What follows belongs to an exercise in optimizing a design on an open flow for small area; a production flow would make more cautious choices. In this exercise RTL edits were held to simulation tests only and were not proved equivalent to the original. No activity file was given, so power comes from the tool's default toggle rates.

<file path="flow/run.sh">
#!/bin/bash
# synth_recipe.tcl (not shown) runs the flow's synth.tcl, then flattens the netlist and writes it again
# the make line also repeats each setting of config.mk as NAME=value (left out here)
make -C /OpenROAD-flow-scripts/flow DESIGN_CONFIG=/design/flow/config.mk WORK_HOME=/design/flow/orfs CLKGATE_MAP_FILE= SYNTH_SCRIPT=/design/flow/synth_recipe.tcl finish
</file>
<file path="flow/config.mk">
export PLATFORM = sky130hd
export DESIGN_NAME = axi_rt_budget_ctrl
export DESIGN_NICKNAME = axi_rt_budget_ctrl
export VERILOG_FILES = /design/flow/design.v
export SDC_FILE = /design/flow/constraint.sdc
export NUM_CORES = 4
export LEC_CHECK = 0
export CAP_MARGIN = 20
export CORE_MARGIN = 2
export CORE_UTILIZATION = 40
export SLEW_MARGIN = 20
</file>
<file path="flow/constraint.sdc">
create_clock -name core_clock -period 10.0 [get_ports {clk_i}]
set_input_delay 2.0000 -clock core_clock [delete_from_list [all_inputs] [get_ports {clk_i}]]
set_output_delay 2.0000 -clock core_clock [all_outputs]
set_load 0.01 [all_outputs]
</file>
<file path="flow/design.v">
package axi_rt_pkg;
    localparam int unsigned BudgetWidth = 32;
    localparam int unsigned PeriodWidth = 32;
    localparam int unsigned BeatsWidth  = 9;
    localparam int unsigned OvrWidth    = 8;
    typedef logic [BudgetWidth-1:0] budget_t;
    typedef logic [PeriodWidth-1:0] period_t;
    typedef logic [BeatsWidth-1:0]  beats_t;
    typedef logic [OvrWidth-1:0]    ovr_t;
    typedef struct packed {
        budget_t budget;
        period_t period;
    } rt_cfg_t;
    function automatic budget_t sat_sub(budget_t a, beats_t b);
        budget_t bz;
        bz = budget_t'(b);
        sat_sub = (a > bz) ? a - bz : '0;
    endfunction
endpackage
module axi_rt_budget_cnt
(
    input  logic    clk_i,
    input  logic    rst_ni,
    input  logic    enable_i,
    input  axi_rt_pkg::rt_cfg_t shadow_i,
    input  logic    commit_i,
    input  logic    req_i,
    input  axi_rt_pkg::beats_t  beats_i,
    input  logic    ovr_clear_i,
    output logic    ready_o,
    output axi_rt_pkg::budget_t budget_left_o,
    output axi_rt_pkg::period_t period_left_o,
    output axi_rt_pkg::ovr_t    overrun_o,
    output logic    pending_o,
    output logic    irq_o
);
    axi_rt_pkg::rt_cfg_t active_q, active_d, staged_q, staged_d, next_cfg;
    axi_rt_pkg::budget_t budget_q, budget_d;
    axi_rt_pkg::period_t period_q, period_d;
    axi_rt_pkg::ovr_t    ovr_q, ovr_d;
    logic    pending_q, pending_d, stall_q, stall_d, irq_q;
    logic    restricted, accept, stall, wrap, ovr_evt;
    assign restricted = enable_i && (active_q.period != '0);
    assign ready_o    = !restricted || (budget_q >= axi_rt_pkg::budget_t'(beats_i));
    assign accept     = req_i && ready_o && restricted;
    assign stall      = req_i && !ready_o;
    assign wrap       = restricted && (period_q <= axi_rt_pkg::period_t'(1));
    assign next_cfg   = pending_q ? staged_q : active_q;
    assign ovr_evt    = wrap && (stall_q || stall);
    always_comb begin
        active_d  = active_q;
        staged_d  = staged_q;
        pending_d = pending_q;
        budget_d  = budget_q;
        period_d  = period_q;
        stall_d   = stall_q;
        ovr_d     = ovr_q;
        if (!restricted) begin
            active_d  = next_cfg;
            pending_d = 1'b0;
            budget_d  = next_cfg.budget;
            period_d  = next_cfg.period;
            stall_d   = 1'b0;
        end else if (wrap) begin
            active_d  = next_cfg;
            pending_d = 1'b0;
            period_d  = next_cfg.period;
            budget_d  = accept ? axi_rt_pkg::sat_sub(next_cfg.budget, beats_i) : next_cfg.budget;
            stall_d   = 1'b0;
        end else begin
            period_d = period_q - axi_rt_pkg::period_t'(1);
            if (accept) budget_d = budget_q - axi_rt_pkg::budget_t'(beats_i);
            stall_d = stall_q || stall;
        end
        if (commit_i) begin
            staged_d  = shadow_i;
            pending_d = 1'b1;
        end
        if (ovr_clear_i)                  ovr_d = '0;
        else if (ovr_evt && ovr_q != '1)  ovr_d = ovr_q + axi_rt_pkg::ovr_t'(1);
    end
    always_ff @(posedge clk_i or negedge rst_ni) begin
        if (!rst_ni) begin
            active_q  <= '0;
            staged_q  <= '0;
            pending_q <= 1'b0;
            budget_q  <= '0;
            period_q  <= '0;
            stall_q   <= 1'b0;
            ovr_q     <= '0;
            irq_q     <= 1'b0;
        end else begin
            active_q  <= active_d;
            staged_q  <= staged_d;
            pending_q <= pending_d;
            budget_q  <= budget_d;
            period_q  <= period_d;
            stall_q   <= stall_d;
            ovr_q     <= ovr_d;
            irq_q     <= ovr_evt;
        end
    end
    assign budget_left_o = budget_q;
    assign period_left_o = period_q;
    assign overrun_o     = ovr_q;
    assign pending_o     = pending_q;
    assign irq_o         = irq_q;
endmodule
module axi_rt_budget_ctrl
#(
    parameter int unsigned NumChannels = 2,
    parameter int unsigned NumRegions  = 4,
    localparam int unsigned RegW = (NumRegions > 1) ? $clog2(NumRegions) : 1,
    localparam int unsigned NCR  = NumChannels * NumRegions
) (
    input  logic                        clk_i,
    input  logic                        rst_ni,
    input  logic [NCR-1:0]              enable_i,
    input  logic [NCR*axi_rt_pkg::BudgetWidth-1:0]  cfg_budget_i,
    input  logic [NCR*axi_rt_pkg::PeriodWidth-1:0]  cfg_period_i,
    input  logic                        cfg_commit_i,
    output logic                        cfg_pending_o,
    input  logic [NumChannels-1:0]      req_valid_i,
    input  logic [NumChannels*RegW-1:0] req_region_i,
    input  logic [NumChannels*axi_rt_pkg::BeatsWidth-1:0] req_beats_i,
    output logic [NumChannels-1:0]      req_ready_o,
    output logic [NCR*axi_rt_pkg::BudgetWidth-1:0]  budget_left_o,
    output logic [NCR*axi_rt_pkg::PeriodWidth-1:0]  period_left_o,
    output logic [NCR*axi_rt_pkg::OvrWidth-1:0]     overrun_o,
    input  logic                        ovr_clear_i,
    output logic                        irq_o
);
    logic [NCR-1:0] rdy, pend, irq;
    for (genvar c = 0; c < NumChannels; c++) begin : g_ch
        logic [RegW-1:0] region;
        logic            ready_c;
        assign region = req_region_i[c*RegW +: RegW];
        always_comb begin
            ready_c = 1'b0;
            for (int r = 0; r < NumRegions; r++)
                if (region == RegW'(r)) ready_c = rdy[c*NumRegions + r];
        end
        assign req_ready_o[c] = ready_c;
        for (genvar r = 0; r < NumRegions; r++) begin : g_rg
            localparam int unsigned I = c*NumRegions + r;
            axi_rt_pkg::rt_cfg_t shadow;
            assign shadow.budget = cfg_budget_i[I*axi_rt_pkg::BudgetWidth +: axi_rt_pkg::BudgetWidth];
            assign shadow.period = cfg_period_i[I*axi_rt_pkg::PeriodWidth +: axi_rt_pkg::PeriodWidth];
            axi_rt_budget_cnt u_cnt (
                .clk_i        (clk_i),
                .rst_ni       (rst_ni),
                .enable_i     (enable_i[I]),
                .shadow_i     (shadow),
                .commit_i     (cfg_commit_i),
                .req_i        (req_valid_i[c] && (region == RegW'(r))),
                .beats_i      (req_beats_i[c*axi_rt_pkg::BeatsWidth +: axi_rt_pkg::BeatsWidth]),
                .ovr_clear_i  (ovr_clear_i),
                .ready_o      (rdy[I]),
                .budget_left_o(budget_left_o[I*axi_rt_pkg::BudgetWidth +: axi_rt_pkg::BudgetWidth]),
                .period_left_o(period_left_o[I*axi_rt_pkg::PeriodWidth +: axi_rt_pkg::PeriodWidth]),
                .overrun_o    (overrun_o[I*axi_rt_pkg::OvrWidth +: axi_rt_pkg::OvrWidth]),
                .pending_o    (pend[I]),
                .irq_o        (irq[I])
            );
        end
    end
    assign cfg_pending_o = |pend;
    assign irq_o         = |irq;
endmodule
</file>
==> flow_summary_export.csv <==
group,metric,value,unit
floorplanning,die_w,479,µm
clock_tree,cts_max_level,4,
clock_tree,ctsRootBufferMaster,"clkbuf_16",
timing,fin_skew,0.0728,ns
synthesis,avgSynthCellArea,10.0,µm²
global_routing,grt_pass1_wl,502,mm
clock_tree,cts_setup_buffers,0,
setup_path,cp_slowest_stage_delay,0.68,ns
clock_tree,clk_pin_slew,0.06,ns
placement,place_congestion,0.942,
timing,tns,0,ns
timing,fin_crit_sh,84.5,%
final_layout,final_nets,10700,
timing,whs,0.489,ns
setup_path,reg2regPathDepth,14,
final_layout,area_growth,23.7,%
setup_path,r2r-start,"g_ch[0].g_rg[3].u_cnt.pending_q$_DFFE_PN0P_",
min_path,holdPathEnd,"g_ch[0].g_rg[0].u_cnt.active_q[34]$_DFFE_PN0P_",
final_layout,final_cell_mix,"dfrtp_1 (1,616), clkdlybuf4s50_1 (1,124), nor2_1 (972)",
route,routedWlPerCell,25.8,µm
min_path,worstHoldStart,"g_ch[0].g_rg[0].u_cnt.active_q[34]$_DFFE_PN0P_",
global_routing,use_met3,6.45,%
synthesis,async_flop_share,100,%
power_and_ir_drop,power.total,21300,µW
clock_tree,cts_sinks,1624,
route,drt-total-wl,341,mm
synthesis,synth_area_leaders,"dfrtp_1 (45%), mux2_2 (11%), mux2i_1 (4.7%), nor2_1 (4.1%), a21oi_1 (3.1%)",
synthesis,ys_seq_elements,1624,
route,drc,0,
timing,maxSlewViolCount,0,
route,ant_nets,0,
floorplanning,rows,174,
setup_path,cp.required,8.00,ns
flow_run,max_cap_violations,0,
placement,placed_area,105000,µm²
timing,slew_headroom,20.5,%
floorplanning,ios,1128,
global_routing,grt_usage,28.9,%
floorplanning,die_h,479,µm
timing,rsz0062_at_grt,"false",
clock_tree,cts_hold_buffers,0,
clock_tree,cts.repair.resized,0,
synthesis,syn-instance-count,8986,
setup_path,r2r_setup_slack,4.37,ns
placement,dpl_worst_slack,1.61,ns
final_layout,design_area,111000,µm²
synthesis,synth.net_count,9718,
status,status,"timing/DRC/antenna clean",
setup_path,crit_type,"primary input to primary output",
global_routing,grt_busiest_layer,"met2",
global_routing,grt_pass1_vias,74500,
placement,dp_hpwl,255,mm
power_and_ir_drop,peakVddDrop,0.144,mV
route,num_vias,76300,
setup_path,r2r-end,"g_ch[0].g_rg[3].u_cnt.budget_q[23]$_DFFE_PN0P_",
timing,hold_viol_final,0,
timing,tightest_slew,1.18,ns
min_path,hp-class,"flip-flop to flip-flop",
timing,fmax,118,MHz
global_routing,grtUsageMet1,38.0,%
synthesis,netlist_area,90100,µm²
global_routing,antenna_found_initial,87,
final_layout,layout-drive-gt1-share,15.1,%
setup_path,crit_slowest_cell,"inv_1",
setup_path,cp_max_fo,10,
timing,setup_ws,1.55,ns
setup_path,crit_arrival,6.45,ns
floorplanning,core-area,224000,µm²
final_layout,final_common_cell,"dfrtp_1",
floorplanning,dieArea,229000,µm²
clock_tree,cts_made_buffers,191,
global_routing,grt_max_degree,160,
clock_tree,clk_latency,0.86,ns
setup_path,path_common_cell,"clkdlybuf4s50_1",
clock_tree,cts_tree,"yes",
synthesis,synth_area_leader_cell,"dfrtp_1",
min_path,hold_depth,1,
clock_tree,cts_buffer_depth,3,
global_routing,grtUsageMet2,44.9,%
timing,period_minus_slack,8.45,ns
placement,port_buffers,1127,
power_and_ir_drop,power.density,191,nW/µm²
setup_path,path_cells,"clkdlybuf4s50_1, inv_1, ha_1, and2_1, and3_1, a211oi_1, and4_1, nand2_1, mux4_2, clkdlybuf4s50_1",
synthesis,yosysUniqueCellTypes,106,
synthesis,ys.flop_type,"dfrtp_1",
synthesis,synth-edff-count,0,
timing,setup_viol_count_final,0,
floorplanning,initial_core_util,40.2,%
setup_path,critPathLaunchType,"primary input",
route,drtIter0Drc,6009,
setup_path,end_kind,"primary output",
route,via_per_inst,5.79,
synthesis,synth-seq-area-share,45.1,%
synthesis,yosys_warnings,2,
route,firstDrtPassIters,6,
synthesis,synth_top_area_share,45.1,%
global_routing,gr-total-overflow,0,
power_and_ir_drop,p_leak,0.0458,µW
## through the flow
stage	util [%]	std cells
final	49.7	13200
after global routing	49.6	13200
after CTS	49.6	13100
after detailed placement	46.6	12800
after global placement	46.6	12800
after floorplan	-	8986
## flip-flops by register name (all words and copies together) (netlist names)
name                       flops
g_ch.g_rg.u_cnt.ovr_q         64
g_ch.g_rg.u_cnt.irq_q          8
g_ch.g_rg.u_cnt.active_q     512
g_ch.g_rg.u_cnt.period_q     256
g_ch.g_rg.u_cnt.staged_q     512
g_ch.g_rg.u_cnt.pending_q      8
g_ch.g_rg.u_cnt.stall_q        8
g_ch.g_rg.u_cnt.budget_q     256
## power by group
part           internal [µW]  switching [µW]  total (µW)
sequential              7520            1160        8690
clock                   4300            3040        7340
combinational           2490            2740        5230
## Yosys cell counts, types with 25 or more instances
cell	n
or3_1	85
mux2_2	920
clkbuf_1	288
xor2_1	275
xnor2_1	229
nand2b_1	69
nor4b_1	27
o22ai_1	64
nor3_1	285
o211ai_1	31
and3_1	52
mux2i_1	419
o21ai_0	495
nand4_1	93
nor2b_1	82
o31a_1	25
a211oi_1	96
or4_1	72
a31oi_1	96
nor2_1	980
o31ai_1	46
ha_1	168
o21a_1	100
nand3_1	163
nor4_1	205
dfrtp_1	1624
a21o_1	63
inv_1	126
buf_1	61
nand2_1	592
a21oi_1	560
and2_1	25
nor3b_1	28
or2_2	42
buf_2	74
## logic make-up (layout without fill, tap and decap cells)
kind of cell / count (synthesis) / in the layout / synth area share (%)
AO/OA/AOI/OAI: 1874 / 1874 / 12.9
XOR/XNOR: 504 / 504 / 4.90
adder cells (fa/ha/maj): 184 / 184 / 2.69
buffers and inverters: 557 / 1727 / 2.47
flip-flops: 1624 / 1624 / 45.1
multiplexers: 1341 / 1341 / 16.2
other: 0 / 39 / 0
AND/OR/NAND/NOR: 2902 / 2902 / 15.7
## how the worst max path moves through the flow
stage                         start              to  slack [ns]  depth (start not counted)
floorplan           req_beats_i[16]  req_ready_o[1]        3.71                         10
global placement    req_beats_i[17]  req_ready_o[1]        1.68                         10
detailed placement  req_beats_i[17]  req_ready_o[1]        1.61                         10
CTS                 req_beats_i[17]  req_ready_o[1]        1.59                         10
global route        req_beats_i[17]  req_ready_o[1]        1.41                         10
finish              req_beats_i[17]  req_ready_o[1]        1.55                         10
## metal layers
layer,vias up,share of wire (%)
li1,34800,-
met1,38100,42
met2,2686,45
met3,645,7.1
met4,80,5.4
met5,-,0.15
## critical path: cells and delay by family
kind | cells | cell delay [ns]
AOI/OAI and AO/OA | 1 | 0.56
adders and majority gates | 1 | 0.43
buffers and inverters | 3 | 1.69
and+or+nand+nor | 4 | 1.08
muxes | 1 | 0.64
## layout make-up
class	count	area (µm²)
multi-input combinational	6805	47500
inverter	126	473
clock inverter	95	1130
tap	2992	3740
timing repair buffer	1246	12400
fill	20500	113000
sequential	1624	40700
antenna	39	97.6
clock buffer	260	5480

port drivers added, routing unchanged:
The results above use ideal ports. As a check the final layout listed here was re-extracted and re-timed, cells and wires unchanged. Step 1, drivers: a clkbuf_16 drives clk_i and a buf_2 each remaining input, both assumed. Step 2 moves the port delays by t, midway between the first and last clock arrival at a register: inputs arrive t later, outputs are due t later. That takes back most of the time a late clock gives input paths. a / b / c = ideal / step 1 / step 2; a / b = the first two.
t, ns: 0.913
setup slack, ns: 1.550 / 1.522 / 1.522
worst register clock-pin slew, ns: 0.07 / 0.07
worst data-port slew with drivers (ns): 0.23
After both steps setup and hold are still met in this run. The setup slack of this run moves by -0.028 ns with the drivers and by -0.028 ns with both steps.
